Context: an optimization exercise on an open-source flow, tuned for small area. The choices shown serve that exercise and are no tape-out recipe.
The RTL was checked by simulation tests, not by an equivalence proof against the original design.
No activity file was given, so power comes from the tool's default toggle rates. The clock port is modelled as an ideal driver; clocking choices that lean on that would not hold on a real chip.

### flow/run.sh
#!/bin/bash
# Standard layout with two CTS/port-buffer changes: no dummy loads in the
# clock tree, and the smallest buffer on the ports.
set -euo pipefail
cd "$(dirname "$0")/.."
bash standard.sh \
  "CTS_ARGS=-sink_clustering_enable -repair_clock_nets -sink_clustering_size 32 -sink_clustering_max_diameter 70 -buf_list sky130_fd_sc_hd__clkbuf_16 -dont_use_dummy_load" \
  "BUFFER_PORTS_ARGS=-buffer_cell sky130_fd_sc_hd__buf_1" \
  finish > flow_make.log 2>&1
### standard.sh
#!/bin/bash
# synth_recipe.tcl (not shown) runs the flow's synth.tcl, then flattens the netlist and writes it again
# the make line also repeats each setting of config.mk as NAME=value (left out here)
make -C /OpenROAD-flow-scripts/flow DESIGN_CONFIG=/design/flow/config.mk WORK_HOME=/design/flow/orfs CLKGATE_MAP_FILE= SYNTH_SCRIPT=/design/flow/synth_recipe.tcl "${@:-finish}"
### config.mk
export PLATFORM = sky130hd
export DESIGN_NAME = rhd_recorder
export DESIGN_NICKNAME = rhd_recorder
export VERILOG_FILES = /design/flow/design.v
export SDC_FILE = /design/flow/constraint.sdc
export NUM_CORES = 4
export LEC_CHECK = 0
export CAP_MARGIN = 20
export CORE_MARGIN = 2
export CORE_UTILIZATION = 40
export CTS_BUF_LIST = sky130_fd_sc_hd__clkbuf_16
export CTS_CLUSTER_DIAMETER = 70
export CTS_CLUSTER_SIZE = 32
export SLEW_MARGIN = 20
### design.v
`default_nettype none
package rhd_pkg;
    typedef logic [16-1:0] sample_t;
    typedef logic [16-1:0] cmd_word_t;
    typedef logic [5:0] channel_t;    
    typedef logic [$clog2(2 * 4 * 32)-1:0] sample_index_t;
    typedef struct packed {
        sample_t b;    
        sample_t a;    
    } line_reply_t;
    typedef logic [4*2*16-1:0] frame_row_t;
    typedef struct packed {
        logic       en;
        channel_t   addr;
        frame_row_t row;
    } row_write_t;
    typedef enum logic [2:0] {
        READY,
        LOAD,
        TX,
        RX,
        STREAM
    } seq_state_t;
endpackage
`default_nettype wire
`timescale 1ns/1ns
`default_nettype none
module rhd_recorder (
    input  wire                        clk,
    input  wire                        rstn,
    input  wire                        record_start,
    input  wire [4-1:0]  miso,
    output logic                       busy,
    output logic                       done,
    output logic                       cs,
    output logic                       sclk,
    output logic                       mosi,
    output rhd_pkg::channel_t          channel,
    output logic                       sample_valid,
    output rhd_pkg::sample_index_t     sample_index,
    output rhd_pkg::sample_t           sample_data
);
    localparam int XFER  = 2 * 2 * 16 + 3 + 3;    
    localparam int RING  = XFER - 1;                                                    
    localparam int FIRST = 2;                                          
    localparam int LAST  = 2 + 32 - 1;                  
    logic       strm;      
    logic [6:0] u;         
    logic       act;       
    logic       xfer;      
    assign u    = sample_index[6:0];
    assign xfer = busy && !strm;
    assign act  = !strm && (channel <= 6'(LAST));    
    assign done = strm && !sample_valid && (sample_index == 8'd0);
    always_ff @(posedge clk) begin
        if (!rstn) begin
            busy         <= 1'b0;
            strm         <= 1'b0;
            channel      <= '0;
            sample_index <= '0;
            sample_valid <= 1'b0;
        end else begin
            sample_index <= sample_index + 1'b1;
            if (!busy) begin
                sample_index <= '0;
                if (record_start) begin
                    busy    <= 1'b1;
                    channel <= '0;
                end
            end else if (!strm) begin
                if (u == 7'(XFER - 1)) begin
                    sample_index <= '0;
                    if (channel == 6'(40 - 1)) begin
                        strm         <= 1'b1;
                        sample_index <= 8'd254;    
                    end else begin
                        channel <= channel + 1'b1;
                    end
                end
            end else begin
                if (sample_index == 8'd255) begin
                    sample_valid <= !sample_valid;
                end
                if (done) begin
                    busy <= 1'b0;
                    strm <= 1'b0;
                end
            end
        end
    end
    logic       in_word;
    logic [3:0] bit_pos;    
    logic       cmd_bit;
    logic       last_bit;   
    assign in_word = (u >= 7'd2) && (u <= 7'd65);
    assign bit_pos = 4'd15 - 4'((u - 7'd2) >> 2);
    assign cs      = !(xfer && in_word);
    assign sclk    = xfer && (u >= 7'd4) && (u <= 7'd65) && !u[1];
    always_comb begin
        if (channel < 6'(32)) begin
            cmd_bit = (bit_pos >= 4'd8 && bit_pos <= 4'd13) ? channel[bit_pos[2:0]] : (bit_pos == 4'd0);
        end else begin
            cmd_bit = (bit_pos >= 4'd8);
        end
        if (u >= 7'd66) begin
            last_bit = (channel < 6'(32));
        end else begin
            last_bit = (channel >= 6'd1) && (channel <= 6'(32));
        end
        mosi = xfer && (in_word ? cmd_bit : last_bit);
    end
    logic [16-1:0] ins_a, ins_b;
    logic [32-1:0] ch_ge;
    for (genvar i = 0; i < 16; i++) begin : g_ins
        assign ins_a[i] = act && (u == 7'(5 + 4 * i));
        assign ins_b[i] = act && (u == 7'(3 + 4 * i));
    end
    for (genvar k = 0; k < 32; k++) begin : g_ch
        assign ch_ge[k] = (channel >= 6'(FIRST + k));
    end
    logic [68:0] ring_0;
    always_ff @(posedge clk) begin
        ring_0 <= {ring_0[67:0], ring_0[68]};
        if (ins_a[15]) ring_0[26] <= miso[0];
        if (ins_b[15]) ring_0[61] <= miso[0];
        if (ins_a[15] && !ch_ge[5]) ring_0[31] <= miso[1];
    end
    logic [68:0] ring_1;
    always_ff @(posedge clk) begin
        ring_1 <= {ring_1[67:0], ring_1[68]};
        if (ins_a[15]) ring_1[31] <= miso[1];
        if (ins_b[15]) ring_1[66] <= miso[1];
        if (ins_a[15] && !ch_ge[10]) ring_1[36] <= miso[2];
    end
    logic [68:0] ring_2;
    always_ff @(posedge clk) begin
        ring_2 <= {ring_2[67:0], ring_2[68]};
        if (ins_a[15]) ring_2[36] <= miso[2];
        if (ins_b[15]) ring_2[2] <= miso[2];
        if (ins_a[15] && !ch_ge[15]) ring_2[41] <= miso[3];
    end
    logic [22:0] ring_3;
    always_ff @(posedge clk) begin
        ring_3 <= {ring_3[21:0], ring_3[22]};
        if (ins_a[15] && ch_ge[15]) ring_3[18] <= miso[3];
        if (ins_b[15] && !ch_ge[6]) ring_3[7] <= miso[3];
    end
    logic [22:0] ring_4;
    always_ff @(posedge clk) begin
        ring_4 <= {ring_4[21:0], ring_4[22]};
        if (ins_b[15] && !ch_ge[29]) ring_4[7] <= miso[3];
    end
    logic [2:0] ring_5;
    always_ff @(posedge clk) begin
        ring_5 <= {ring_5[1:0], ring_5[2]};
        if (ins_b[15]) ring_5[2] <= miso[3];
    end
    logic [68:0] ring_6;
    always_ff @(posedge clk) begin
        ring_6 <= {ring_6[67:0], ring_6[68]};
        if (ins_a[14]) ring_6[22] <= miso[0];
        if (ins_b[14]) ring_6[57] <= miso[0];
        if (ins_a[14] && !ch_ge[5]) ring_6[27] <= miso[1];
    end
    logic [68:0] ring_7;
    always_ff @(posedge clk) begin
        ring_7 <= {ring_7[67:0], ring_7[68]};
        if (ins_a[14]) ring_7[27] <= miso[1];
        if (ins_b[14]) ring_7[62] <= miso[1];
        if (ins_a[14] && !ch_ge[10]) ring_7[32] <= miso[2];
    end
    logic [68:0] ring_8;
    always_ff @(posedge clk) begin
        ring_8 <= {ring_8[67:0], ring_8[68]};
        if (ins_a[14]) ring_8[32] <= miso[2];
        if (ins_b[14]) ring_8[67] <= miso[2];
        if (ins_a[14] && !ch_ge[15]) ring_8[37] <= miso[3];
    end
    logic [22:0] ring_9;
    always_ff @(posedge clk) begin
        ring_9 <= {ring_9[21:0], ring_9[22]};
        if (ins_a[14] && ch_ge[15]) ring_9[14] <= miso[3];
        if (ins_b[14] && !ch_ge[6]) ring_9[3] <= miso[3];
    end
    logic [22:0] ring_10;
    always_ff @(posedge clk) begin
        ring_10 <= {ring_10[21:0], ring_10[22]};
        if (ins_b[14] && !ch_ge[29]) ring_10[3] <= miso[3];
    end
    logic [2:0] ring_11;
    always_ff @(posedge clk) begin
        ring_11 <= {ring_11[1:0], ring_11[2]};
        if (ins_b[14]) ring_11[1] <= miso[3];
    end
    logic [68:0] ring_12;
    always_ff @(posedge clk) begin
        ring_12 <= {ring_12[67:0], ring_12[68]};
        if (ins_a[13]) ring_12[18] <= miso[0];
        if (ins_b[13]) ring_12[53] <= miso[0];
        if (ins_a[13] && !ch_ge[5]) ring_12[23] <= miso[1];
    end
    logic [68:0] ring_13;
    always_ff @(posedge clk) begin
        ring_13 <= {ring_13[67:0], ring_13[68]};
        if (ins_a[13]) ring_13[23] <= miso[1];
        if (ins_b[13]) ring_13[58] <= miso[1];
        if (ins_a[13] && !ch_ge[10]) ring_13[28] <= miso[2];
    end
    logic [68:0] ring_14;
    always_ff @(posedge clk) begin
        ring_14 <= {ring_14[67:0], ring_14[68]};
        if (ins_a[13]) ring_14[28] <= miso[2];
        if (ins_b[13]) ring_14[63] <= miso[2];
        if (ins_a[13] && !ch_ge[15]) ring_14[33] <= miso[3];
    end
    logic [22:0] ring_15;
    always_ff @(posedge clk) begin
        ring_15 <= {ring_15[21:0], ring_15[22]};
        if (ins_a[13] && ch_ge[15]) ring_15[10] <= miso[3];
        if (ins_b[13] && !ch_ge[6]) ring_15[22] <= miso[3];
    end
    logic [22:0] ring_16;
    always_ff @(posedge clk) begin
        ring_16 <= {ring_16[21:0], ring_16[22]};
        if (ins_b[13] && !ch_ge[29]) ring_16[22] <= miso[3];
    end
    logic [2:0] ring_17;
    always_ff @(posedge clk) begin
        ring_17 <= {ring_17[1:0], ring_17[2]};
        if (ins_b[13]) ring_17[0] <= miso[3];
    end
    logic [68:0] ring_18;
    always_ff @(posedge clk) begin
        ring_18 <= {ring_18[67:0], ring_18[68]};
        if (ins_a[12]) ring_18[14] <= miso[0];
        if (ins_b[12]) ring_18[49] <= miso[0];
        if (ins_a[12] && !ch_ge[5]) ring_18[19] <= miso[1];
    end
    logic [68:0] ring_19;
    always_ff @(posedge clk) begin
        ring_19 <= {ring_19[67:0], ring_19[68]};
        if (ins_a[12]) ring_19[19] <= miso[1];
        if (ins_b[12]) ring_19[54] <= miso[1];
        if (ins_a[12] && !ch_ge[10]) ring_19[24] <= miso[2];
    end
    logic [68:0] ring_20;
    always_ff @(posedge clk) begin
        ring_20 <= {ring_20[67:0], ring_20[68]};
        if (ins_a[12]) ring_20[24] <= miso[2];
        if (ins_b[12]) ring_20[59] <= miso[2];
        if (ins_a[12] && !ch_ge[15]) ring_20[29] <= miso[3];
    end
    logic [22:0] ring_21;
    always_ff @(posedge clk) begin
        ring_21 <= {ring_21[21:0], ring_21[22]};
        if (ins_a[12] && ch_ge[15]) ring_21[6] <= miso[3];
        if (ins_b[12] && !ch_ge[6]) ring_21[18] <= miso[3];
    end
    logic [22:0] ring_22;
    always_ff @(posedge clk) begin
        ring_22 <= {ring_22[21:0], ring_22[22]};
        if (ins_b[12] && !ch_ge[29]) ring_22[18] <= miso[3];
    end
    logic [2:0] ring_23;
    always_ff @(posedge clk) begin
        ring_23 <= {ring_23[1:0], ring_23[2]};
        if (ins_b[12]) ring_23[2] <= miso[3];
    end
    logic [68:0] ring_24;
    always_ff @(posedge clk) begin
        ring_24 <= {ring_24[67:0], ring_24[68]};
        if (ins_a[11]) ring_24[10] <= miso[0];
        if (ins_b[11]) ring_24[45] <= miso[0];
        if (ins_a[11] && !ch_ge[5]) ring_24[15] <= miso[1];
    end
    logic [68:0] ring_25;
    always_ff @(posedge clk) begin
        ring_25 <= {ring_25[67:0], ring_25[68]};
        if (ins_a[11]) ring_25[15] <= miso[1];
        if (ins_b[11]) ring_25[50] <= miso[1];
        if (ins_a[11] && !ch_ge[10]) ring_25[20] <= miso[2];
    end
    logic [68:0] ring_26;
    always_ff @(posedge clk) begin
        ring_26 <= {ring_26[67:0], ring_26[68]};
        if (ins_a[11]) ring_26[20] <= miso[2];
        if (ins_b[11]) ring_26[55] <= miso[2];
        if (ins_a[11] && !ch_ge[15]) ring_26[25] <= miso[3];
    end
    logic [22:0] ring_27;
    always_ff @(posedge clk) begin
        ring_27 <= {ring_27[21:0], ring_27[22]};
        if (ins_a[11] && ch_ge[15]) ring_27[2] <= miso[3];
        if (ins_b[11] && !ch_ge[6]) ring_27[14] <= miso[3];
    end
    logic [22:0] ring_28;
    always_ff @(posedge clk) begin
        ring_28 <= {ring_28[21:0], ring_28[22]};
        if (ins_b[11] && !ch_ge[29]) ring_28[14] <= miso[3];
    end
    logic [2:0] ring_29;
    always_ff @(posedge clk) begin
        ring_29 <= {ring_29[1:0], ring_29[2]};
        if (ins_b[11]) ring_29[1] <= miso[3];
    end
    logic [68:0] ring_30;
    always_ff @(posedge clk) begin
        ring_30 <= {ring_30[67:0], ring_30[68]};
        if (ins_a[10]) ring_30[6] <= miso[0];
        if (ins_b[10]) ring_30[41] <= miso[0];
        if (ins_a[10] && !ch_ge[5]) ring_30[11] <= miso[1];
    end
    logic [68:0] ring_31;
    always_ff @(posedge clk) begin
        ring_31 <= {ring_31[67:0], ring_31[68]};
        if (ins_a[10]) ring_31[11] <= miso[1];
        if (ins_b[10]) ring_31[46] <= miso[1];
        if (ins_a[10] && !ch_ge[10]) ring_31[16] <= miso[2];
    end
    logic [68:0] ring_32;
    always_ff @(posedge clk) begin
        ring_32 <= {ring_32[67:0], ring_32[68]};
        if (ins_a[10]) ring_32[16] <= miso[2];
        if (ins_b[10]) ring_32[51] <= miso[2];
        if (ins_a[10] && !ch_ge[15]) ring_32[21] <= miso[3];
    end
    logic [22:0] ring_33;
    always_ff @(posedge clk) begin
        ring_33 <= {ring_33[21:0], ring_33[22]};
        if (ins_a[10] && ch_ge[15]) ring_33[21] <= miso[3];
        if (ins_b[10] && !ch_ge[6]) ring_33[10] <= miso[3];
    end
    logic [22:0] ring_34;
    always_ff @(posedge clk) begin
        ring_34 <= {ring_34[21:0], ring_34[22]};
        if (ins_b[10] && !ch_ge[29]) ring_34[10] <= miso[3];
    end
    logic [2:0] ring_35;
    always_ff @(posedge clk) begin
        ring_35 <= {ring_35[1:0], ring_35[2]};
        if (ins_b[10]) ring_35[0] <= miso[3];
    end
    logic [68:0] ring_36;
    always_ff @(posedge clk) begin
        ring_36 <= {ring_36[67:0], ring_36[68]};
        if (ins_a[9]) ring_36[2] <= miso[0];
        if (ins_b[9]) ring_36[37] <= miso[0];
        if (ins_a[9] && !ch_ge[5]) ring_36[7] <= miso[1];
    end
    logic [68:0] ring_37;
    always_ff @(posedge clk) begin
        ring_37 <= {ring_37[67:0], ring_37[68]};
        if (ins_a[9]) ring_37[7] <= miso[1];
        if (ins_b[9]) ring_37[42] <= miso[1];
        if (ins_a[9] && !ch_ge[10]) ring_37[12] <= miso[2];
    end
    logic [68:0] ring_38;
    always_ff @(posedge clk) begin
        ring_38 <= {ring_38[67:0], ring_38[68]};
        if (ins_a[9]) ring_38[12] <= miso[2];
        if (ins_b[9]) ring_38[47] <= miso[2];
        if (ins_a[9] && !ch_ge[15]) ring_38[17] <= miso[3];
    end
    logic [22:0] ring_39;
    always_ff @(posedge clk) begin
        ring_39 <= {ring_39[21:0], ring_39[22]};
        if (ins_a[9] && ch_ge[15]) ring_39[17] <= miso[3];
        if (ins_b[9] && !ch_ge[6]) ring_39[6] <= miso[3];
    end
    logic [22:0] ring_40;
    always_ff @(posedge clk) begin
        ring_40 <= {ring_40[21:0], ring_40[22]};
        if (ins_b[9] && !ch_ge[29]) ring_40[6] <= miso[3];
    end
    logic [2:0] ring_41;
    always_ff @(posedge clk) begin
        ring_41 <= {ring_41[1:0], ring_41[2]};
        if (ins_b[9]) ring_41[2] <= miso[3];
    end
    logic [68:0] ring_42;
    always_ff @(posedge clk) begin
        ring_42 <= {ring_42[67:0], ring_42[68]};
        if (ins_a[8]) ring_42[67] <= miso[0];
        if (ins_b[8]) ring_42[33] <= miso[0];
        if (ins_a[8] && !ch_ge[5]) ring_42[3] <= miso[1];
    end
    logic [68:0] ring_43;
    always_ff @(posedge clk) begin
        ring_43 <= {ring_43[67:0], ring_43[68]};
        if (ins_a[8]) ring_43[3] <= miso[1];
        if (ins_b[8]) ring_43[38] <= miso[1];
        if (ins_a[8] && !ch_ge[10]) ring_43[8] <= miso[2];
    end
    logic [68:0] ring_44;
    always_ff @(posedge clk) begin
        ring_44 <= {ring_44[67:0], ring_44[68]};
        if (ins_a[8]) ring_44[8] <= miso[2];
        if (ins_b[8]) ring_44[43] <= miso[2];
        if (ins_a[8] && !ch_ge[15]) ring_44[13] <= miso[3];
    end
    logic [22:0] ring_45;
    always_ff @(posedge clk) begin
        ring_45 <= {ring_45[21:0], ring_45[22]};
        if (ins_a[8] && ch_ge[15]) ring_45[13] <= miso[3];
        if (ins_b[8] && !ch_ge[6]) ring_45[2] <= miso[3];
    end
    logic [22:0] ring_46;
    always_ff @(posedge clk) begin
        ring_46 <= {ring_46[21:0], ring_46[22]};
        if (ins_b[8] && !ch_ge[29]) ring_46[2] <= miso[3];
    end
    logic [2:0] ring_47;
    always_ff @(posedge clk) begin
        ring_47 <= {ring_47[1:0], ring_47[2]};
        if (ins_b[8]) ring_47[1] <= miso[3];
    end
    logic [68:0] ring_48;
    always_ff @(posedge clk) begin
        ring_48 <= {ring_48[67:0], ring_48[68]};
        if (ins_a[7]) ring_48[63] <= miso[0];
        if (ins_b[7]) ring_48[29] <= miso[0];
        if (ins_a[7] && !ch_ge[5]) ring_48[68] <= miso[1];
    end
    logic [68:0] ring_49;
    always_ff @(posedge clk) begin
        ring_49 <= {ring_49[67:0], ring_49[68]};
        if (ins_a[7]) ring_49[68] <= miso[1];
        if (ins_b[7]) ring_49[34] <= miso[1];
        if (ins_a[7] && !ch_ge[10]) ring_49[4] <= miso[2];
    end
    logic [68:0] ring_50;
    always_ff @(posedge clk) begin
        ring_50 <= {ring_50[67:0], ring_50[68]};
        if (ins_a[7]) ring_50[4] <= miso[2];
        if (ins_b[7]) ring_50[39] <= miso[2];
        if (ins_a[7] && !ch_ge[15]) ring_50[9] <= miso[3];
    end
    logic [22:0] ring_51;
    always_ff @(posedge clk) begin
        ring_51 <= {ring_51[21:0], ring_51[22]};
        if (ins_a[7] && ch_ge[15]) ring_51[9] <= miso[3];
        if (ins_b[7] && !ch_ge[6]) ring_51[21] <= miso[3];
    end
    logic [22:0] ring_52;
    always_ff @(posedge clk) begin
        ring_52 <= {ring_52[21:0], ring_52[22]};
        if (ins_b[7] && !ch_ge[29]) ring_52[21] <= miso[3];
    end
    logic [2:0] ring_53;
    always_ff @(posedge clk) begin
        ring_53 <= {ring_53[1:0], ring_53[2]};
        if (ins_b[7]) ring_53[0] <= miso[3];
    end
    logic [68:0] ring_54;
    always_ff @(posedge clk) begin
        ring_54 <= {ring_54[67:0], ring_54[68]};
        if (ins_a[6]) ring_54[59] <= miso[0];
        if (ins_b[6]) ring_54[25] <= miso[0];
        if (ins_a[6] && !ch_ge[5]) ring_54[64] <= miso[1];
    end
    logic [68:0] ring_55;
    always_ff @(posedge clk) begin
        ring_55 <= {ring_55[67:0], ring_55[68]};
        if (ins_a[6]) ring_55[64] <= miso[1];
        if (ins_b[6]) ring_55[30] <= miso[1];
        if (ins_a[6] && !ch_ge[10]) ring_55[0] <= miso[2];
    end
    logic [68:0] ring_56;
    always_ff @(posedge clk) begin
        ring_56 <= {ring_56[67:0], ring_56[68]};
        if (ins_a[6]) ring_56[0] <= miso[2];
        if (ins_b[6]) ring_56[35] <= miso[2];
        if (ins_a[6] && !ch_ge[15]) ring_56[5] <= miso[3];
    end
    logic [22:0] ring_57;
    always_ff @(posedge clk) begin
        ring_57 <= {ring_57[21:0], ring_57[22]};
        if (ins_a[6] && ch_ge[15]) ring_57[5] <= miso[3];
        if (ins_b[6] && !ch_ge[6]) ring_57[17] <= miso[3];
    end
    logic [22:0] ring_58;
    always_ff @(posedge clk) begin
        ring_58 <= {ring_58[21:0], ring_58[22]};
        if (ins_b[6] && !ch_ge[29]) ring_58[17] <= miso[3];
    end
    logic [2:0] ring_59;
    always_ff @(posedge clk) begin
        ring_59 <= {ring_59[1:0], ring_59[2]};
        if (ins_b[6]) ring_59[2] <= miso[3];
    end
    logic [68:0] ring_60;
    always_ff @(posedge clk) begin
        ring_60 <= {ring_60[67:0], ring_60[68]};
        if (ins_a[5]) ring_60[55] <= miso[0];
        if (ins_b[5]) ring_60[21] <= miso[0];
        if (ins_a[5] && !ch_ge[5]) ring_60[60] <= miso[1];
    end
    logic [68:0] ring_61;
    always_ff @(posedge clk) begin
        ring_61 <= {ring_61[67:0], ring_61[68]};
        if (ins_a[5]) ring_61[60] <= miso[1];
        if (ins_b[5]) ring_61[26] <= miso[1];
        if (ins_a[5] && !ch_ge[10]) ring_61[65] <= miso[2];
    end
    logic [68:0] ring_62;
    always_ff @(posedge clk) begin
        ring_62 <= {ring_62[67:0], ring_62[68]};
        if (ins_a[5]) ring_62[65] <= miso[2];
        if (ins_b[5]) ring_62[31] <= miso[2];
        if (ins_a[5] && !ch_ge[15]) ring_62[1] <= miso[3];
    end
    logic [22:0] ring_63;
    always_ff @(posedge clk) begin
        ring_63 <= {ring_63[21:0], ring_63[22]};
        if (ins_a[5] && ch_ge[15]) ring_63[1] <= miso[3];
        if (ins_b[5] && !ch_ge[6]) ring_63[13] <= miso[3];
    end
    logic [22:0] ring_64;
    always_ff @(posedge clk) begin
        ring_64 <= {ring_64[21:0], ring_64[22]};
        if (ins_b[5] && !ch_ge[29]) ring_64[13] <= miso[3];
    end
    logic [2:0] ring_65;
    always_ff @(posedge clk) begin
        ring_65 <= {ring_65[1:0], ring_65[2]};
        if (ins_b[5]) ring_65[1] <= miso[3];
    end
    logic [68:0] ring_66;
    always_ff @(posedge clk) begin
        ring_66 <= {ring_66[67:0], ring_66[68]};
        if (ins_a[4]) ring_66[51] <= miso[0];
        if (ins_b[4]) ring_66[17] <= miso[0];
        if (ins_a[4] && !ch_ge[5]) ring_66[56] <= miso[1];
    end
    logic [68:0] ring_67;
    always_ff @(posedge clk) begin
        ring_67 <= {ring_67[67:0], ring_67[68]};
        if (ins_a[4]) ring_67[56] <= miso[1];
        if (ins_b[4]) ring_67[22] <= miso[1];
        if (ins_a[4] && !ch_ge[10]) ring_67[61] <= miso[2];
    end
    logic [68:0] ring_68;
    always_ff @(posedge clk) begin
        ring_68 <= {ring_68[67:0], ring_68[68]};
        if (ins_a[4]) ring_68[61] <= miso[2];
        if (ins_b[4]) ring_68[27] <= miso[2];
        if (ins_a[4] && !ch_ge[15]) ring_68[66] <= miso[3];
    end
    logic [22:0] ring_69;
    always_ff @(posedge clk) begin
        ring_69 <= {ring_69[21:0], ring_69[22]};
        if (ins_a[4] && ch_ge[15]) ring_69[20] <= miso[3];
        if (ins_b[4] && !ch_ge[6]) ring_69[9] <= miso[3];
    end
    logic [22:0] ring_70;
    always_ff @(posedge clk) begin
        ring_70 <= {ring_70[21:0], ring_70[22]};
        if (ins_b[4] && !ch_ge[29]) ring_70[9] <= miso[3];
    end
    logic [2:0] ring_71;
    always_ff @(posedge clk) begin
        ring_71 <= {ring_71[1:0], ring_71[2]};
        if (ins_b[4]) ring_71[0] <= miso[3];
    end
    logic [68:0] ring_72;
    always_ff @(posedge clk) begin
        ring_72 <= {ring_72[67:0], ring_72[68]};
        if (ins_a[3]) ring_72[47] <= miso[0];
        if (ins_b[3]) ring_72[13] <= miso[0];
        if (ins_a[3] && !ch_ge[5]) ring_72[52] <= miso[1];
    end
    logic [68:0] ring_73;
    always_ff @(posedge clk) begin
        ring_73 <= {ring_73[67:0], ring_73[68]};
        if (ins_a[3]) ring_73[52] <= miso[1];
        if (ins_b[3]) ring_73[18] <= miso[1];
        if (ins_a[3] && !ch_ge[10]) ring_73[57] <= miso[2];
    end
    logic [68:0] ring_74;
    always_ff @(posedge clk) begin
        ring_74 <= {ring_74[67:0], ring_74[68]};
        if (ins_a[3]) ring_74[57] <= miso[2];
        if (ins_b[3]) ring_74[23] <= miso[2];
        if (ins_a[3] && !ch_ge[15]) ring_74[62] <= miso[3];
    end
    logic [22:0] ring_75;
    always_ff @(posedge clk) begin
        ring_75 <= {ring_75[21:0], ring_75[22]};
        if (ins_a[3] && ch_ge[15]) ring_75[16] <= miso[3];
        if (ins_b[3] && !ch_ge[6]) ring_75[5] <= miso[3];
    end
    logic [22:0] ring_76;
    always_ff @(posedge clk) begin
        ring_76 <= {ring_76[21:0], ring_76[22]};
        if (ins_b[3] && !ch_ge[29]) ring_76[5] <= miso[3];
    end
    logic [2:0] ring_77;
    always_ff @(posedge clk) begin
        ring_77 <= {ring_77[1:0], ring_77[2]};
        if (ins_b[3]) ring_77[2] <= miso[3];
    end
    logic [68:0] ring_78;
    always_ff @(posedge clk) begin
        ring_78 <= {ring_78[67:0], ring_78[68]};
        if (ins_a[2]) ring_78[43] <= miso[0];
        if (ins_b[2]) ring_78[9] <= miso[0];
        if (ins_a[2] && !ch_ge[5]) ring_78[48] <= miso[1];
    end
    logic [68:0] ring_79;
    always_ff @(posedge clk) begin
        ring_79 <= {ring_79[67:0], ring_79[68]};
        if (ins_a[2]) ring_79[48] <= miso[1];
        if (ins_b[2]) ring_79[14] <= miso[1];
        if (ins_a[2] && !ch_ge[10]) ring_79[53] <= miso[2];
    end
    logic [68:0] ring_80;
    always_ff @(posedge clk) begin
        ring_80 <= {ring_80[67:0], ring_80[68]};
        if (ins_a[2]) ring_80[53] <= miso[2];
        if (ins_b[2]) ring_80[19] <= miso[2];
        if (ins_a[2] && !ch_ge[15]) ring_80[58] <= miso[3];
    end
    logic [22:0] ring_81;
    always_ff @(posedge clk) begin
        ring_81 <= {ring_81[21:0], ring_81[22]};
        if (ins_a[2] && ch_ge[15]) ring_81[12] <= miso[3];
        if (ins_b[2] && !ch_ge[6]) ring_81[1] <= miso[3];
    end
    logic [22:0] ring_82;
    always_ff @(posedge clk) begin
        ring_82 <= {ring_82[21:0], ring_82[22]};
        if (ins_b[2] && !ch_ge[29]) ring_82[1] <= miso[3];
    end
    logic [2:0] ring_83;
    always_ff @(posedge clk) begin
        ring_83 <= {ring_83[1:0], ring_83[2]};
        if (ins_b[2]) ring_83[1] <= miso[3];
    end
    logic [68:0] ring_84;
    always_ff @(posedge clk) begin
        ring_84 <= {ring_84[67:0], ring_84[68]};
        if (ins_a[1]) ring_84[39] <= miso[0];
        if (ins_b[1]) ring_84[5] <= miso[0];
        if (ins_a[1] && !ch_ge[5]) ring_84[44] <= miso[1];
    end
    logic [68:0] ring_85;
    always_ff @(posedge clk) begin
        ring_85 <= {ring_85[67:0], ring_85[68]};
        if (ins_a[1]) ring_85[44] <= miso[1];
        if (ins_b[1]) ring_85[10] <= miso[1];
        if (ins_a[1] && !ch_ge[10]) ring_85[49] <= miso[2];
    end
    logic [68:0] ring_86;
    always_ff @(posedge clk) begin
        ring_86 <= {ring_86[67:0], ring_86[68]};
        if (ins_a[1]) ring_86[49] <= miso[2];
        if (ins_b[1]) ring_86[15] <= miso[2];
        if (ins_a[1] && !ch_ge[15]) ring_86[54] <= miso[3];
    end
    logic [22:0] ring_87;
    always_ff @(posedge clk) begin
        ring_87 <= {ring_87[21:0], ring_87[22]};
        if (ins_a[1] && ch_ge[15]) ring_87[8] <= miso[3];
        if (ins_b[1] && !ch_ge[6]) ring_87[20] <= miso[3];
    end
    logic [22:0] ring_88;
    always_ff @(posedge clk) begin
        ring_88 <= {ring_88[21:0], ring_88[22]};
        if (ins_b[1] && !ch_ge[29]) ring_88[20] <= miso[3];
    end
    logic [2:0] ring_89;
    always_ff @(posedge clk) begin
        ring_89 <= {ring_89[1:0], ring_89[2]};
        if (ins_b[1]) ring_89[0] <= miso[3];
    end
    logic [68:0] ring_90;
    always_ff @(posedge clk) begin
        ring_90 <= {ring_90[67:0], ring_90[68]};
        if (ins_a[0]) ring_90[35] <= miso[0];
        if (ins_b[0]) ring_90[1] <= miso[0];
        if (ins_a[0] && !ch_ge[5]) ring_90[40] <= miso[1];
    end
    logic [68:0] ring_91;
    always_ff @(posedge clk) begin
        ring_91 <= {ring_91[67:0], ring_91[68]};
        if (ins_a[0]) ring_91[40] <= miso[1];
        if (ins_b[0]) ring_91[6] <= miso[1];
        if (ins_a[0] && !ch_ge[10]) ring_91[45] <= miso[2];
    end
    logic [68:0] ring_92;
    always_ff @(posedge clk) begin
        ring_92 <= {ring_92[67:0], ring_92[68]};
        if (ins_a[0]) ring_92[45] <= miso[2];
        if (ins_b[0]) ring_92[11] <= miso[2];
        if (ins_a[0] && !ch_ge[15]) ring_92[50] <= miso[3];
    end
    logic [22:0] ring_93;
    always_ff @(posedge clk) begin
        ring_93 <= {ring_93[21:0], ring_93[22]};
        if (ins_a[0] && ch_ge[15]) ring_93[4] <= miso[3];
        if (ins_b[0] && !ch_ge[6]) ring_93[16] <= miso[3];
    end
    logic [22:0] ring_94;
    always_ff @(posedge clk) begin
        ring_94 <= {ring_94[21:0], ring_94[22]};
        if (ins_b[0] && !ch_ge[29]) ring_94[16] <= miso[3];
    end
    logic [2:0] ring_95;
    always_ff @(posedge clk) begin
        ring_95 <= {ring_95[1:0], ring_95[2]};
        if (ins_b[0]) ring_95[2] <= miso[3];
    end
    wire seg_0_68 = (sample_index <= 8'd68);
    wire seg_69_137 = (sample_index >= 8'd69) && (sample_index <= 8'd137);
    wire seg_138_206 = (sample_index >= 8'd138) && (sample_index <= 8'd206);
    wire seg_207_229 = (sample_index >= 8'd207) && (sample_index <= 8'd229);
    wire seg_230_252 = (sample_index >= 8'd230) && (sample_index <= 8'd252);
    wire seg_253_255 = (sample_index >= 8'd253);
    always_comb begin
        sample_data[0] = (seg_0_68 && ring_0[0]) || (seg_69_137 && ring_1[0]) || (seg_138_206 && ring_2[0]) || (seg_207_229 && ring_3[0]) || (seg_230_252 && ring_4[0]) || (seg_253_255 && ring_5[1]);
        sample_data[1] = (seg_0_68 && ring_6[0]) || (seg_69_137 && ring_7[0]) || (seg_138_206 && ring_8[0]) || (seg_207_229 && ring_9[0]) || (seg_230_252 && ring_10[0]) || (seg_253_255 && ring_11[1]);
        sample_data[2] = (seg_0_68 && ring_12[0]) || (seg_69_137 && ring_13[0]) || (seg_138_206 && ring_14[0]) || (seg_207_229 && ring_15[0]) || (seg_230_252 && ring_16[0]) || (seg_253_255 && ring_17[1]);
        sample_data[3] = (seg_0_68 && ring_18[0]) || (seg_69_137 && ring_19[0]) || (seg_138_206 && ring_20[0]) || (seg_207_229 && ring_21[0]) || (seg_230_252 && ring_22[0]) || (seg_253_255 && ring_23[1]);
        sample_data[4] = (seg_0_68 && ring_24[0]) || (seg_69_137 && ring_25[0]) || (seg_138_206 && ring_26[0]) || (seg_207_229 && ring_27[0]) || (seg_230_252 && ring_28[0]) || (seg_253_255 && ring_29[1]);
        sample_data[5] = (seg_0_68 && ring_30[0]) || (seg_69_137 && ring_31[0]) || (seg_138_206 && ring_32[0]) || (seg_207_229 && ring_33[0]) || (seg_230_252 && ring_34[0]) || (seg_253_255 && ring_35[1]);
        sample_data[6] = (seg_0_68 && ring_36[0]) || (seg_69_137 && ring_37[0]) || (seg_138_206 && ring_38[0]) || (seg_207_229 && ring_39[0]) || (seg_230_252 && ring_40[0]) || (seg_253_255 && ring_41[1]);
        sample_data[7] = (seg_0_68 && ring_42[0]) || (seg_69_137 && ring_43[0]) || (seg_138_206 && ring_44[0]) || (seg_207_229 && ring_45[0]) || (seg_230_252 && ring_46[0]) || (seg_253_255 && ring_47[1]);
        sample_data[8] = (seg_0_68 && ring_48[0]) || (seg_69_137 && ring_49[0]) || (seg_138_206 && ring_50[0]) || (seg_207_229 && ring_51[0]) || (seg_230_252 && ring_52[0]) || (seg_253_255 && ring_53[1]);
        sample_data[9] = (seg_0_68 && ring_54[0]) || (seg_69_137 && ring_55[0]) || (seg_138_206 && ring_56[0]) || (seg_207_229 && ring_57[0]) || (seg_230_252 && ring_58[0]) || (seg_253_255 && ring_59[1]);
        sample_data[10] = (seg_0_68 && ring_60[0]) || (seg_69_137 && ring_61[0]) || (seg_138_206 && ring_62[0]) || (seg_207_229 && ring_63[0]) || (seg_230_252 && ring_64[0]) || (seg_253_255 && ring_65[1]);
        sample_data[11] = (seg_0_68 && ring_66[0]) || (seg_69_137 && ring_67[0]) || (seg_138_206 && ring_68[0]) || (seg_207_229 && ring_69[0]) || (seg_230_252 && ring_70[0]) || (seg_253_255 && ring_71[1]);
        sample_data[12] = (seg_0_68 && ring_72[0]) || (seg_69_137 && ring_73[0]) || (seg_138_206 && ring_74[0]) || (seg_207_229 && ring_75[0]) || (seg_230_252 && ring_76[0]) || (seg_253_255 && ring_77[1]);
        sample_data[13] = (seg_0_68 && ring_78[0]) || (seg_69_137 && ring_79[0]) || (seg_138_206 && ring_80[0]) || (seg_207_229 && ring_81[0]) || (seg_230_252 && ring_82[0]) || (seg_253_255 && ring_83[1]);
        sample_data[14] = (seg_0_68 && ring_84[0]) || (seg_69_137 && ring_85[0]) || (seg_138_206 && ring_86[0]) || (seg_207_229 && ring_87[0]) || (seg_230_252 && ring_88[0]) || (seg_253_255 && ring_89[1]);
        sample_data[15] = (seg_0_68 && ring_90[0]) || (seg_69_137 && ring_91[0]) || (seg_138_206 && ring_92[0]) || (seg_207_229 && ring_93[0]) || (seg_230_252 && ring_94[0]) || (seg_253_255 && ring_95[1]);
    end
endmodule
`default_nettype wire
### constraint.sdc
create_clock -name core_clock -period 10.0 [get_ports {clk}]
set_input_delay 2.0000 -clock core_clock [delete_from_list [all_inputs] [get_ports {clk}]]
set_output_delay 2.0000 -clock core_clock [all_outputs]
set_load 0.01 [all_outputs]
==> run_results.csv, run 1 <==
group,metric,value,unit
yosys,netlist_top_cells_count,"dfxtp_1, mux2_2, nand2_1",
cts,htree_levels,4,
die,initial_core_util,40.2,%
sta,tns,0,ns
cts,cts_inserted_buffers,153,
place,hpwl,62200,um
detailed_routing,drt-total-wl,111000,um
worst_setup_path,cp_slowest_cell,"a2111oi_0",
hold_path,holdCritStartpoint,"ring_54[36]",
cells_and_area,drive_gt1_share,7.67,%
worst_setup_path,critPathBufInv,3,
yosys,syn_area,0.0872,mm^2
yosys,async_reset_ff_share,0,%
worst_setup_path,reg2reg_slack,6.96,ns
yosys,yosys_warnings,1,
global_routing,grt_max_degree,56,
power_and_ir_drop,powerDensity,248,mW/mm^2
yosys,synth-edff-count,0,
yosys,syn_avg_cell_area,18.2,um^2
yosys,synth_ff_type,"dfxtp_1",
cells_and_area,utilization,43.7,%
cts,cts_buffer_depth,3,
sta,post-route-min-period,6.12,ns
cts,clk_latency,0.80,ns
power_and_ir_drop,p_switching,4.35,mW
sta,max_freq,163,MHz
cells_and_area,synthToLayoutAreaGrowth,8.71,%
cts,post_cts_buffers,0,
sta,setup_viol,0,
worst_setup_path,cp-start-kind,"flop",
cells_and_area,fin_nets,4975,
global_routing,grt_pass1_wl,173000,um
power_and_ir_drop,pwr-share-seq,69.7,%
power_and_ir_drop,intPower,19.2,mW
die,die-height,471,um
yosys,syn_inst,4790,
hold_path,hold_depth,0,
cts,clock-sinks,4113,
worst_setup_path,worstReg2RegStart,"sample_index[1]",
sta,finalHoldViolCount,0,
global_routing,grt_pass1_vias,29702,
place,gp_congestion,0.779,
detailed_routing,drt_iter0_drc,1766,
cts,cts_tree,"yes",
worst_setup_path,slowest_delay,0.81,ns
sta,hold-worst-slack,0.258,ns
cts,cts_hold_buf,0,
die,core_area,0.217,mm^2
global_routing,overflow,0,
yosys,synth_top_cell_by_area,"dfxtp_1",
power_and_ir_drop,power_frac_clock,30.1,%
power_and_ir_drop,p_leak,37.4,nW
die,dieWidth,471,um
yosys,synth_most_common_cell,"dfxtp_1",
hold_path,min_path_type,"flop to flop",
power_and_ir_drop,swShare,18.5,%
worst_setup_path,crit_path_end_kind,"primary output",
detailed_routing,ant_nets,0,
run_status,status,"complete, no violations",
yosys,synthTopCellsByArea,"dfxtp_1, mux2_2, nand2_1, a222oi_1, nor2_1",
sta,maxSlewViolCount,0,
detailed_routing,vias_per_cell,3.90,
sta,post-route-period-util,61.2,%
worst_setup_path,cp_data_arrival_time,4.12,ns
place,portBuffers,42,
cts,cts-root-buf,"clkbuf_16",
sta,clock-skew-final,0.118,ns
sta,rsz0062_at_grt,"false",
die,io_pins,43,
cells_and_area,regArea,0.0823,mm^2
power_and_ir_drop,comb_power_share,0.2,%
detailed_routing,wl_per_cell,14.3,um
detailed_routing,vias,30448,
sta,worst_pin_slew,1.11,ns
worst_setup_path,worstPathRequired,8.00,ns
cts,ctsResizeCount,0,
yosys,syn_nets,4810,
global_routing,track_usage,10.0,%
worst_setup_path,critPathLaunch,"sample_index[1]",
yosys,synth_seq_cells,4113,
cells_and_area,num-fill-cells,18753,
worst_setup_path,crit_type,"flop to primary output",
worst_setup_path,worstPathCellList,"inv_1, ha_1, nand2b_1, a2111oi_0, o32ai_4, buf_4, a222oi_1, nand2_1, buf_1",
die,die_area,0.222,mm^2
job,max_cap_violations,0,
yosys,synthDistinctLibCells,54,
yosys,synth_top_area_share,94.4,%
hold_path,min_to,"ring_54[37]",
detailed_routing,first_pass_iters,5,
worst_setup_path,r2r_end,"ring_37[7]",
cts,clkTransAtPathRegs,0.10,ns
global_routing,antenna_found_initial,7,
sta,relSlewSlack,25.0,%
power_and_ir_drop,ir_worst_vdd,0.161,mV
worst_setup_path,reg2reg_depth,6,
worst_setup_path,crit_path_max_fanout,16,
cells_and_area,multi_input_area,0.00465,mm^2
die,num_rows,171,
detailed_routing,drc_errors,0,
yosys,ys_seq_area_share,94.4,%
worst_setup_path,critPathTopFamily,"compound AO/OA/AOI/OAI gates",
worst reg2reg max path, cell delays in order, from the launching register on:
cell and delay, ns:
dfxtp_1 0.43, inv_1 0.20, ha_1 0.29, nor2b_1 0.24
nand2_1 0.33, nor3_2 1.01, mux2_2 0.44
per-layer routing:
metal	vias up	global-route usage, %	routed length (um)
li1	15257	-	-
met1	14643	14.8	58500
met2	349	14.8	46500
met3	199	1.97	3720
met4	0	3.09	2740
met5	-	0	0
stage by stage:
stage          instance area [um^2]  instances  power, mW  setup WS [ns]
3_3_place_gp                  90900       7654       16.8           4.91
2_1_floorplan                 87200       4790       16.8           5.66
3_5_place_dp                  90900       7654       16.8           4.70
4_1_cts                       94800       7807       23.8           3.84
6_report                      94800       7810       23.5           3.88
5_1_grt                       94800       7808       24.3           3.49
layout by cell type, fill, tap and decap left out, types with 4 or more instances in the layout:
cell type / count
mux2_1: 13
nor3_2: 4
and2_1: 4
nand3b_1: 4
o21ai_0: 27
clkbuf_16: 153
nor4_1: 6
a222oi_1: 32
ha_1: 13
o31ai_1: 4
xnor2_1: 7
nand2_1: 139
nor3_1: 5
buf_4: 25
mux2_2: 171
nor2_1: 66
a21oi_2: 4
xor2_1: 6
nand2b_1: 5
inv_1: 8
nor3_4: 6
nor2b_1: 5
dfxtp_1: 4113
nand3_1: 37
a21oi_1: 5
buf_1: 38
nor2_4: 4
worst max path at each step:
stage	endpoint	slack (ns)	cells after the start
floorplan	sample_data[0]	5.66	8
global placement	sample_data[11]	4.91	9
detailed placement	sample_data[7]	4.70	9
CTS	sample_data[7]	3.84	9
global route	sample_data[15]	3.49	9
finish	sample_data[3]	3.88	9
logic make-up after synthesis:
kind of cell | count (synthesis) | share of synthesized area, %
AND/OR/NAND/NOR | 304 | 1.67
buffers and inverters | 64 | 0.309
flip-flops | 4113 | 94.4
AO/OA/AOI/OAI | 96 | 0.848
multiplexers | 187 | 2.41
adder cells (fa/ha/maj) | 13 | 0.187
XOR/XNOR | 13 | 0.131
power by group through the flow:
stage	registers, mW	logic [mW]	clock network, mW
finish	16.4	0.0385	7.08
global route	16.4	0.0413	7.89
CTS	16.4	0.0404	7.33
detailed placement	16.8	0.0404	0
global placement	16.8	0.0401	0
floorplan	16.8	0.0168	0
area by class of cell:
type,count,share of cell area (%)
antenna,3,0.00792
tap,2854,3.77
sequential,4113,86.9
multi-input combinational,613,4.91
clock buffer,153,4.04
timing repair buffer,66,0.364
inverter,8,0.0317
==> inputs of run 2 (changes only) <==
==> flow/run.sh (replaced) <==
#!/bin/bash
# Standard layout with two CTS/port-buffer changes: no dummy loads in the
# clock tree, and the smallest buffer on the ports.
set -euo pipefail
cd "$(dirname "$0")/.."
bash standard.sh \
  "CTS_ARGS=-sink_clustering_enable -repair_clock_nets -sink_clustering_size 35 -sink_clustering_max_diameter 90 -buf_list sky130_fd_sc_hd__clkbuf_16 -dont_use_dummy_load" \
  "BUFFER_PORTS_ARGS=-buffer_cell sky130_fd_sc_hd__buf_1" \
  finish > flow_make.log 2>&1
--- a/config.mk
+++ b/config.mk
@@ -5,10 +5,10 @@
 export SDC_FILE = /design/flow/constraint.sdc
 export NUM_CORES = 4
 export LEC_CHECK = 0
-export CAP_MARGIN = 20
+export CAP_MARGIN = 0
 export CORE_MARGIN = 2
 export CORE_UTILIZATION = 40
 export CTS_BUF_LIST = sky130_fd_sc_hd__clkbuf_16
 export CTS_CLUSTER_DIAMETER = 70
 export CTS_CLUSTER_SIZE = 32
-export SLEW_MARGIN = 20
+export SLEW_MARGIN = 0
==> run 2 against run 1 <==
  * Total power is 1.4% lower
  * Clock skew is 0.041 ns lower
  * Maximum frequency down 2.7%
  * Design area is 0.45% lower
  * Non-clock buffer count unchanged
  * Routed wire length barely moved
  * Flip-flop and latch count unchanged
  * Register-to-register slack worse by 0.04 ns
  * Hold slack worse by 0.013 ns
  * Synthesized cell count is the same
  * Final cell count decreased by 0.22%
  * Largest power group unchanged
==> run_results.csv, run 2 <==
group,metric,value,unit
detailed_routing,first_pass_iters,7,
yosys,synth_top_area_share,94.4,%
yosys,synth_seq_cells,4113,
yosys,syn_area,0.0872,mm^2
worst_setup_path,critPathLaunch,"sample_index[1]",
cts,post_cts_buffers,0,
cts,clk_latency,0.79,ns
yosys,synth-edff-count,0,
die,num_rows,171,
worst_setup_path,critPathCapture,"sample_data[7]",
sta,clock-skew-final,0.0773,ns
sta,max_freq,159,MHz
cts,cts_buffer_depth,3,
cells_and_area,drive_gt1_share,7.35,%
hold_path,hold_depth,0,
power_and_ir_drop,powerDensity,246,mW/mm^2
power_and_ir_drop,ir_worst_vdd,0.152,mV
cts,cts_inserted_buffers,136,
cts,ctsResizeCount,0,
worst_setup_path,worstReg2RegStart,"sample_index[1]",
yosys,netlist_top_cells_count,"dfxtp_1, mux2_2, nand2_1",
worst_setup_path,slowest_delay,0.91,ns
place,hpwl,62200,um
detailed_routing,drc_errors,0,
sta,finalHoldViolCount,0,
hold_path,min_path_type,"flop to flop",
job,max_cap_violations,0,
sta,tns,0,ns
yosys,async_reset_ff_share,0,%
yosys,synth_most_common_cell,"dfxtp_1",
global_routing,overflow,0,
cts,cts_tree,"yes",
cts,cts_hold_buf,0,
place,dp_cells,7654,
worst_setup_path,worstPathCellList,"inv_1, ha_1, nand2b_1, a2111oi_0, o32ai_4, buf_4, a222oi_1, nand2_1, buf_1",
sta,setup_viol,0,
sta,relSlewSlack,26.9,%
die,dieWidth,471,um
worst_setup_path,crit_type,"flop to primary output",
detailed_routing,wl_per_cell,14.3,um
cells_and_area,layout_common_cells,"dfxtp_1, mux2_2, nand2_1",
power_and_ir_drop,total_power,23.2,mW
die,core_area,0.217,mm^2
die,die-height,471,um
sta,maxSlewViolCount,0,
yosys,synth_ff_type,"dfxtp_1",
yosys,syn_inst,4790,
detailed_routing,drt-total-wl,111000,um
die,die_area,0.222,mm^2
detailed_routing,ant_nets,0,
sta,post-route-min-period,6.29,ns
yosys,synth_top_cell_by_area,"dfxtp_1",
worst_setup_path,cp_slowest_cell,"a2111oi_0",
yosys,syn_avg_cell_area,18.2,um^2
cells_and_area,final_common_cell,"dfxtp_1",
die,io_pins,43,
cts,cts-root-buf,"clkbuf_16",
cts,htree_levels,4,
yosys,syn_nets,4810,
worst_setup_path,r2r_end,"ring_37[12]",
place,gp_congestion,0.779,
die,initial_core_util,40.2,%
yosys,yosys_warnings,1,
detailed_routing,drt_iter0_drc,1937,
worst_setup_path,reg2reg_slack,6.92,ns
worst_setup_path,cp_data_arrival_time,4.29,ns
worst_setup_path,cp-start-kind,"flop",
cells_and_area,final_cells,7793,
global_routing,antenna_found_initial,8,
worst_setup_path,crit_path_end_kind,"primary output",
sta,worst_pin_slew,1.08,ns
worst_setup_path,reg2reg_depth,7,
power_and_ir_drop,p_leak,37.2,nW
global_routing,grt_pass1_vias,29576,
yosys,synthDistinctLibCells,54,
yosys,synthTopCellsByArea,"dfxtp_1, mux2_2, nand2_1, a222oi_1, nor2_1",
global_routing,track_usage,9.99,%
cts,clkTransAtPathRegs,0.12,ns
run_status,status,"complete, no violations",
worst_setup_path,crit_path_max_fanout,16,
sta,rsz0062_at_grt,"false",
cells_and_area,utilization,43.5,%
global_routing,grt_max_degree,56,
cells_and_area,synthToLayoutAreaGrowth,8.22,%
cts,clock-sinks,4113,
detailed_routing,vias,30222,
yosys,ys_seq_area_share,94.4,%
detailed_routing,vias_per_cell,3.88,
place,portBuffers,42,
sta,hold-worst-slack,0.245,ns
global_routing,grt_pass1_wl,173000,um
cells_and_area,fin_nets,4958,
sta,post-route-period-util,62.9,%
worst_setup_path,worstPathRequired,8.00,ns
## run 2: layout make-up
class | count | area (um^2)
fillers | 18768 | 123000
well taps | 2854 | 3570
inverters | 8 | 30.0
multi-input cells | 613 | 4650
flip-flops and latches | 4113 | 82300
diodes | 3 | 7.51
repair buffers | 66 | 345
clock buffers | 136 | 3400
## run 2: worst min-delay path by stage
stage	startpoint	endpoint	slack (ns)
finish	ring_92[35]	ring_92[36]	0.24
global route	ring_92[35]	ring_92[36]	0.24
CTS	ring_92[35]	ring_92[36]	0.25
floorplan	ring_0[68]	ring_0[0]	0.31
global placement	ring_28[9]	ring_28[10]	0.31
detailed placement	ring_10[8]	ring_10[9]	0.31
## run 2: cells by family after synthesis
kind of cell             Yosys count  synth area share, %
AO/OA/AOI/OAI                     96                0.848
XOR/XNOR                          13                0.131
adder cells (fa/ha/maj)           13                0.187
buffers and inverters             64                0.309
flip-flops                      4113                 94.4
multiplexers                     187                 2.41
AND/OR/NAND/NOR                  304                 1.67
## run 2: report_power, final
group	switching, mW	internal, mW
Clock	4.26	2.48
Combinational	0.0314	0.00688
Sequential	0.00881	16.4
Total	4.30	18.9
## run 2: per-layer routing
metal | GRT usage, % | part of all wire (%) | vias to the layer above
met5 | 0 | 0 | -
met4 | 3.07 | 2.4 | 0
met3 | 1.90 | 3.3 | 186
met2 | 14.7 | 42 | 329
met1 | 14.8 | 53 | 14498
li1 | - | - | 15209
## run 2: worst max-delay path: cells and delay by family (launching register included)
kind	cells	cell delay (ns)
buffers and inverters	3	0.69
adders and majority gates	1	0.30
DFF	1	0.58
and+or+nand+nor	2	0.47
AOI/OAI and AO/OA	3	1.45
## run 2: stage by stage
step	setup WS (ns)	instance area, um^2
after floorplan	5.66	87200
after global placement	4.91	90900
after CTS	3.79	94300
final	3.71	94400
after detailed placement	4.70	90900
after global routing	3.44	94300
==> inputs of run 3 (changes only) <==
--- a/config.mk
+++ b/config.mk
@@ -5,10 +5,11 @@
 export SDC_FILE = /design/flow/constraint.sdc
 export NUM_CORES = 4
 export LEC_CHECK = 0
-export CAP_MARGIN = 0
+export CAP_MARGIN = 20
 export CORE_MARGIN = 2
-export CORE_UTILIZATION = 40
+export CORE_UTILIZATION = 55
 export CTS_BUF_LIST = sky130_fd_sc_hd__clkbuf_16
 export CTS_CLUSTER_DIAMETER = 70
 export CTS_CLUSTER_SIZE = 32
-export SLEW_MARGIN = 0
+export PLACE_DENSITY = 0.65
+export SLEW_MARGIN = 20
==> run 3 against run 2 <==
  * Highest routed layer unchanged
  * Total power about the same
  * Routed wire length down 1.1%
  * Hold slack improved by 0.012 ns
  * Global-route usage is 3.7 points higher
==> run_results.csv, run 3 <==
group,metric,value,unit
worst_setup_path,worstPathRequired,8.00,ns
power_and_ir_drop,powerDensity,248,mW/mm^2
yosys,netlist_top_cells_count,"dfxtp_1, mux2_2, nand2_1",
hold_path,min_to,"ring_25[56]",
cells_and_area,layout_common_cells,"dfxtp_1, mux2_2, nand2_1",
yosys,synth_top_area_share,94.4,%
yosys,synthDistinctLibCells,54,
die,num_rows,146,
power_and_ir_drop,ir_worst_vdd,0.175,mV
hold_path,min_path_type,"flop to flop",
yosys,syn_nets,4810,
die,io_pins,43,
sta,worst_pin_slew,1.10,ns
place,placed_cell_area,0.0899,mm^2
power_and_ir_drop,pwr-share-seq,70.8,%
worst_setup_path,crit_path_end_kind,"primary output",
worst_setup_path,worstReg2RegStart,"sample_index[1]",
cts,cts_buffer_depth,3,
cts,cts-root-buf,"clkbuf_16",
yosys,synth_ff_type,"dfxtp_1",
worst_setup_path,cp_data_arrival_time,4.26,ns
detailed_routing,vias_per_cell,4.32,
die,die-height,402,um
global_routing,grt_pass1_wl,170000,um
hold_path,holdCritStartpoint,"ring_25[55]",
cells_and_area,final_common_cell,"dfxtp_1",
die,core_area,0.158,mm^2
cts,cts_tree,"yes",
sta,clock-skew-final,0.0647,ns
hold_path,hold_depth,0,
sta,finalHoldViolCount,0,
die,initial_core_util,55.2,%
detailed_routing,drc_errors,0,
yosys,syn_avg_cell_area,18.2,um^2
run_status,status,"complete, no violations",
yosys,async_reset_ff_share,0,%
sta,tns,0,ns
detailed_routing,drt-total-wl,110000,um
job,max_cap_violations,0,
cts,ctsResizeCount,0,
cts,cts_inserted_buffers,136,
worst_setup_path,critPathLaunch,"sample_index[1]",
die,die_area,0.162,mm^2
global_routing,overflow,0,
yosys,synth-edff-count,0,
cells_and_area,synthToLayoutAreaGrowth,7.06,%
power_and_ir_drop,p_leak,37.1,nW
yosys,synth_most_common_cell,"dfxtp_1",
sta,rsz0062_at_grt,"false",
detailed_routing,vias,30286,
cells_and_area,drive_gt1_share,7.26,%
sta,setup_viol,0,
sta,post-route-min-period,6.26,ns
global_routing,track_usage,13.7,%
detailed_routing,first_pass_iters,9,
cts,htree_levels,4,
worst_setup_path,r2r_end,"ring_1[36]",
yosys,yosys_warnings,1,
yosys,synth_top_cell_by_area,"dfxtp_1",
worst_setup_path,reg2reg_slack,6.38,ns
place,hpwl,61000,um
global_routing,grt_pass1_vias,29357,
power_and_ir_drop,swShare,18.5,%
cells_and_area,fin_nets,4954,
place,gp_congestion,0.774,
detailed_routing,wl_per_cell,15.7,um
sta,maxSlewViolCount,0,
yosys,syn_area,0.0872,mm^2
power_and_ir_drop,comb_power_share,0.2,%
global_routing,antenna_found_initial,3,
power_and_ir_drop,power_frac_clock,29.0,%
cts,clk_latency,0.79,ns
power_and_ir_drop,p_switching,4.30,mW
sta,post-route-period-util,62.6,%
worst_setup_path,crit_type,"flop to primary output",
place,portBuffers,42,
cells_and_area,fin_area,0.0933,mm^2
cts,cts_hold_buf,0,
detailed_routing,ant_nets,0,
yosys,ys_seq_area_share,94.4,%
sta,relSlewSlack,25.8,%
global_routing,grt_max_degree,76,
yosys,synthTopCellsByArea,"dfxtp_1, mux2_2, nand2_1, a222oi_1, nor2_1",
sta,hold-worst-slack,0.257,ns
cts,clock-sinks,4113,
power_and_ir_drop,intPower,18.9,mW
cts,clkTransAtPathRegs,0.11,ns
cts,post_cts_buffers,0,
yosys,syn_inst,4790,
yosys,synth_seq_cells,4113,
sta,max_freq,160,MHz
die,dieWidth,402,um
worst_setup_path,cp-start-kind,"flop",
worst_setup_path,crit_path_max_fanout,11,
worst_setup_path,reg2reg_depth,7,
detailed_routing,drt_iter0_drc,2082,
[run 3: how the worst max path moves through the flow]
stage / end / slack (ns)
floorplan: sample_data[0] / 5.66
global placement: sample_data[13] / 4.71
detailed placement: sample_data[5] / 4.56
CTS: sample_data[7] / 3.70
global route: sample_data[5] / 3.48
finish: sample_data[5] / 3.74
[run 3: logic make-up (layout without fill, tap and decap cells)]
group / after synthesis / after routing / share of synthesized area [%]
AO/OA/AOI/OAI: 96 / 96 / 0.848
multiplexers: 187 / 187 / 2.41
XOR/XNOR: 13 / 13 / 0.131
flip-flops: 4113 / 4113 / 94.4
AND/OR/NAND/NOR: 304 / 304 / 1.67
adder cells (fa/ha/maj): 13 / 13 / 0.187
other: 0 / 4 / 0
buffers and inverters: 64 / 206 / 0.309
[run 3: area by class of cell]
type,instances,area (um^2)
Multi-Input combinational cell,613,4650
Antenna cell,4,10.0
Fill cell,11644,64500
Tap cell,2072,2590
Sequential cell,4113,82300
Timing Repair Buffer,62,315
Inverter,8,30.0
Clock buffer,136,3400
[run 3: stage by stage]
stage | util [%] | power [mW] | worst slack (ns) | std cells
final | 59.1 | 23.2 | 3.74 | 7008
after global routing | 59.1 | 24.0 | 3.48 | 7004
after CTS | 59.1 | 23.4 | 3.70 | 7004
after detailed placement | 57.0 | 16.8 | 4.56 | 6868
after global placement | 57.0 | 16.8 | 4.71 | 6868
after floorplan | - | 16.8 | 5.66 | 4790
[run 3: power by group through the flow]
stage,registers (mW),logic [mW],clock network [mW]
final,16.4,0.0384,6.73
after global routing,16.4,0.0411,7.49
after detailed placement,16.8,0.0397,0
after global placement,16.8,0.0389,0
after floorplan,16.8,0.0168,0
after CTS,16.4,0.0398,6.96
[run 3: worst max-delay path: stages, from the launching register on]
cell	delay, ns
dfxtp_1	0.60
inv_1	0.21
ha_1	0.31
nand2b_1	0.19
a2111oi_0	0.71
o32ai_4	0.34
buf_4	0.31
a222oi_1	0.35
nand2_1	0.25
buf_1	0.19
[run 3: metal layers]
metal | track usage, % | vias up | share of wire, %
li1 | - | 15204 | -
met1 | 21.7 | 14501 | 54
met2 | 18.8 | 398 | 39
met3 | 2.50 | 183 | 3.9
met4 | 4.16 | 0 | 2.3
met5 | 0 | - | 0
==> inputs of run 4 (changes only) <==
==> flow/run.sh (replaced) <==
#!/bin/bash
# Standard layout with two CTS/port-buffer changes: no dummy loads in the
# clock tree, and the smallest buffer on the ports.
set -euo pipefail
cd "$(dirname "$0")/.."
bash standard.sh \
  "CTS_ARGS=-sink_clustering_enable -repair_clock_nets -sink_clustering_size 36 -sink_clustering_max_diameter 90 -buf_list sky130_fd_sc_hd__clkbuf_16 -dont_use_dummy_load" \
  "BUFFER_PORTS_ARGS=-buffer_cell sky130_fd_sc_hd__buf_1" \
  finish > flow_make.log 2>&1
==> run 4 against run 3 <==
  * Still clean on timing, DRC and antenna
  * Total power down 0.13%
  * Worst setup slack better by 0.0047 ns
  * Clock power barely moved
  * Critical path depth unchanged
  * Critical endpoint is now sample_data[7]
  * Die area is the same
  * Flip-flop and latch count is the same
  * Synthesized cell count unchanged
  * First-iteration DRC count down 7.0%
  * Routed wire length is essentially flat
==> run_results.csv, run 4 <==
group,metric,value,unit
sta,post-route-period-util,62.6,%
run_status,status,"complete, no violations",
sta,finalHoldViolCount,0,
yosys,synth_seq_cells,4113,
sta,setup_viol,0,
die,num_rows,146,
yosys,synth_top_cell_by_area,"dfxtp_1",
global_routing,grt_max_degree,76,
global_routing,grt_pass1_vias,29263,
yosys,syn_nets,4810,
power_and_ir_drop,ir_worst_vdd,0.201,mV
sta,hold-worst-slack,0.265,ns
die,die-height,402,um
place,hpwl,61000,um
global_routing,track_usage,13.6,%
hold_path,holdCritStartpoint,"ring_25[57]",
sta,relSlewSlack,22.9,%
sta,rsz0062_at_grt,"false",
worst_setup_path,crit_type,"flop to primary output",
yosys,syn_area,0.0872,mm^2
cts,cts-root-buf,"clkbuf_16",
worst_setup_path,r2r_end,"ring_1[36]",
cts,clk_latency,0.76,ns
global_routing,antenna_found_initial,3,
cts,cts_inserted_buffers,134,
sta,max_freq,160,MHz
sta,clock-skew-final,0.0705,ns
detailed_routing,wl_per_cell,15.8,um
cells_and_area,layout_common_cells,"dfxtp_1, mux2_2, nand2_1",
place,portBuffers,42,
worst_setup_path,reg2reg_slack,6.33,ns
cells_and_area,num-fill-cells,11677,
yosys,async_reset_ff_share,0,%
die,io_pins,43,
detailed_routing,drt_iter0_drc,1937,
cells_and_area,fin_nets,4952,
detailed_routing,vias,30211,
cells_and_area,drive_gt1_share,7.22,%
cts,htree_levels,4,
power_and_ir_drop,p_leak,37.1,nW
power_and_ir_drop,powerDensity,248,mW/mm^2
worst_setup_path,cp-start-kind,"flop",
job,max_cap_violations,0,
sta,post-route-min-period,6.26,ns
worst_setup_path,crit_path_end_kind,"primary output",
yosys,netlist_top_cells_count,"dfxtp_1, mux2_2, nand2_1",
cts,cts_hold_buf,0,
global_routing,grt_pass1_wl,170000,um
place,gp_congestion,0.774,
detailed_routing,drt-total-wl,110000,um
hold_path,hold_depth,0,
die,die_area,0.162,mm^2
cts,cts_buffer_depth,3,
yosys,syn_inst,4790,
worst_setup_path,reg2reg_depth,7,
global_routing,overflow,0,
die,core_area,0.158,mm^2
die,dieWidth,402,um
sta,worst_pin_slew,1.15,ns
detailed_routing,vias_per_cell,4.31,
die,initial_core_util,55.2,%
worst_setup_path,worstReg2RegStart,"sample_index[1]",
worst_setup_path,cp_data_arrival_time,4.26,ns
yosys,synthDistinctLibCells,54,
yosys,synth-edff-count,0,
yosys,yosys_warnings,1,
cts,clock-sinks,4113,
yosys,synthTopCellsByArea,"dfxtp_1, mux2_2, nand2_1, a222oi_1, nor2_1",
hold_path,min_to,"ring_25[58]",
detailed_routing,drc_errors,0,
sta,tns,0,ns
detailed_routing,first_pass_iters,8,
yosys,synth_most_common_cell,"dfxtp_1",
cells_and_area,final_common_cell,"dfxtp_1",
hold_path,min_path_type,"flop to flop",
sta,maxSlewViolCount,0,
detailed_routing,ant_nets,0,
cells_and_area,synthToLayoutAreaGrowth,7.00,%
power_and_ir_drop,total_power,23.2,mW
cts,clkTransAtPathRegs,0.12,ns
cts,post_cts_buffers,0,
yosys,synth_ff_type,"dfxtp_1",
worst_setup_path,worstPathRequired,8.00,ns
cts,ctsResizeCount,0,
yosys,ys_seq_area_share,94.4,%
worst_setup_path,crit_path_max_fanout,11,
cts,cts_tree,"yes",
yosys,syn_avg_cell_area,18.2,um^2
yosys,synth_top_area_share,94.4,%
## run 4: cell counts after synthesis
Identical to the previous run, type by type.
## run 4: logic make-up (layout without fill, tap and decap cells)
family          after synthesis  in the layout  synth area share (%)
compound gates               96             96                 0.848
xor+xnor                     13             13                 0.131
fa+ha+maj                    13             13                 0.187
buf+inv                      64            204                 0.309
flops                      4113           4113                  94.4
mux                         187            187                  2.41
other cells                   0              3                     0
simple gates                304            304                  1.67
## run 4: cell type report
class / count / area, um^2 / share of cell area, %
sequential: 4113 / 82300 / 88.3
tap: 2072 / 2590 / 2.78
antenna: 3 / 7.51 / 0.00805
multi-input combinational: 613 / 4650 / 4.98
inverter: 8 / 30.0 / 0.0322
clock buffer: 134 / 3350 / 3.59
timing repair buffer: 62 / 315 / 0.338
## run 4: where the power goes
part,leakage (nW),switching [mW],internal (mW)
Sequential,33.2,0.00895,16.4
Combinational,2.23,0.0319,0.00661
Clock,1.65,4.26,2.45
## run 4: how the worst max path moves through the flow
stage	start	endpoint	slack (ns)
2_1_floorplan	sample_index[1]	sample_data[0]	5.66
3_3_place_gp	sample_index[1]	sample_data[13]	4.71
3_5_place_dp	sample_index[1]	sample_data[5]	4.56
4_1_cts	sample_index[1]	sample_data[7]	3.70
5_1_grt	sample_index[1]	sample_data[5]	3.49
6_report	sample_index[1]	sample_data[7]	3.74
## run 4: per-stage QoR
stage | utilization, % | instances | area [um^2] | worst slack [ns]
3_5_place_dp | 57.0 | 6868 | 89900 | 4.56
6_report | 59.1 | 7005 | 93300 | 3.74
4_1_cts | 59.1 | 7002 | 93300 | 3.70
2_1_floorplan | - | 4790 | 87200 | 5.66
3_3_place_gp | 57.0 | 6868 | 89900 | 4.71
5_1_grt | 59.1 | 7002 | 93300 | 3.49
## run 4: worst max-delay path, cell delays in order (launching register included)
cell       delay [ns]
dfxtp_1          0.59
inv_1            0.21
ha_1             0.31
nand2b_1         0.20
a2111oi_0        0.71
o32ai_4          0.34
buf_4            0.32
a222oi_1         0.37
nand2_1          0.24
buf_1            0.18
## run 4: per-layer routing
metal / vias to the layer above / GRT usage, % / wire length, um
met5: - / 0 / 0
met4: 0 / 4.10 / 2660
met3: 193 / 2.62 / 4960
met2: 391 / 18.9 / 43100
met1: 14419 / 21.6 / 59600
li1: 15208 / - / -

-- what the ideal ports hide --
How much do the figures lean on ideal ports? The routed layouts below were timed once more, with nothing changed but the port constraints.
Step 1 assumes that a clkbuf_16 drives the clock port and a buf_2 every other input.
Step 2 moves the port delays by t, midway between the first and last clock arrival at a register: inputs arrive t later, outputs are due t later. That takes back most of the time a late clock gives input paths.
Three values: ideal, step 1, step 2; two values: the first two.
run | t (ns) | slack for setup (ns) | clock arrival spread, ns | slew at the worst register clock pin (ns) | worst data-port slew with drivers (ns)
run 1 | 0.827 | 3.877 / 3.795 / 4.621 | 0.127 / 0.127 | 0.11 / 0.11 | 0.07
run 2 | 0.839 | 3.706 / 3.623 / 4.461 | 0.094 / 0.093 | 0.12 / 0.12 | 0.07
run 3 | 0.845 | 3.738 / 3.659 / 4.504 | 0.085 / 0.085 | 0.12 / 0.12 | 0.05
run 4 | 0.821 | 3.742 / 3.664 / 4.485 | 0.104 / 0.104 | 0.12 / 0.12 | 0.05
After both steps every run listed still meets setup and hold.
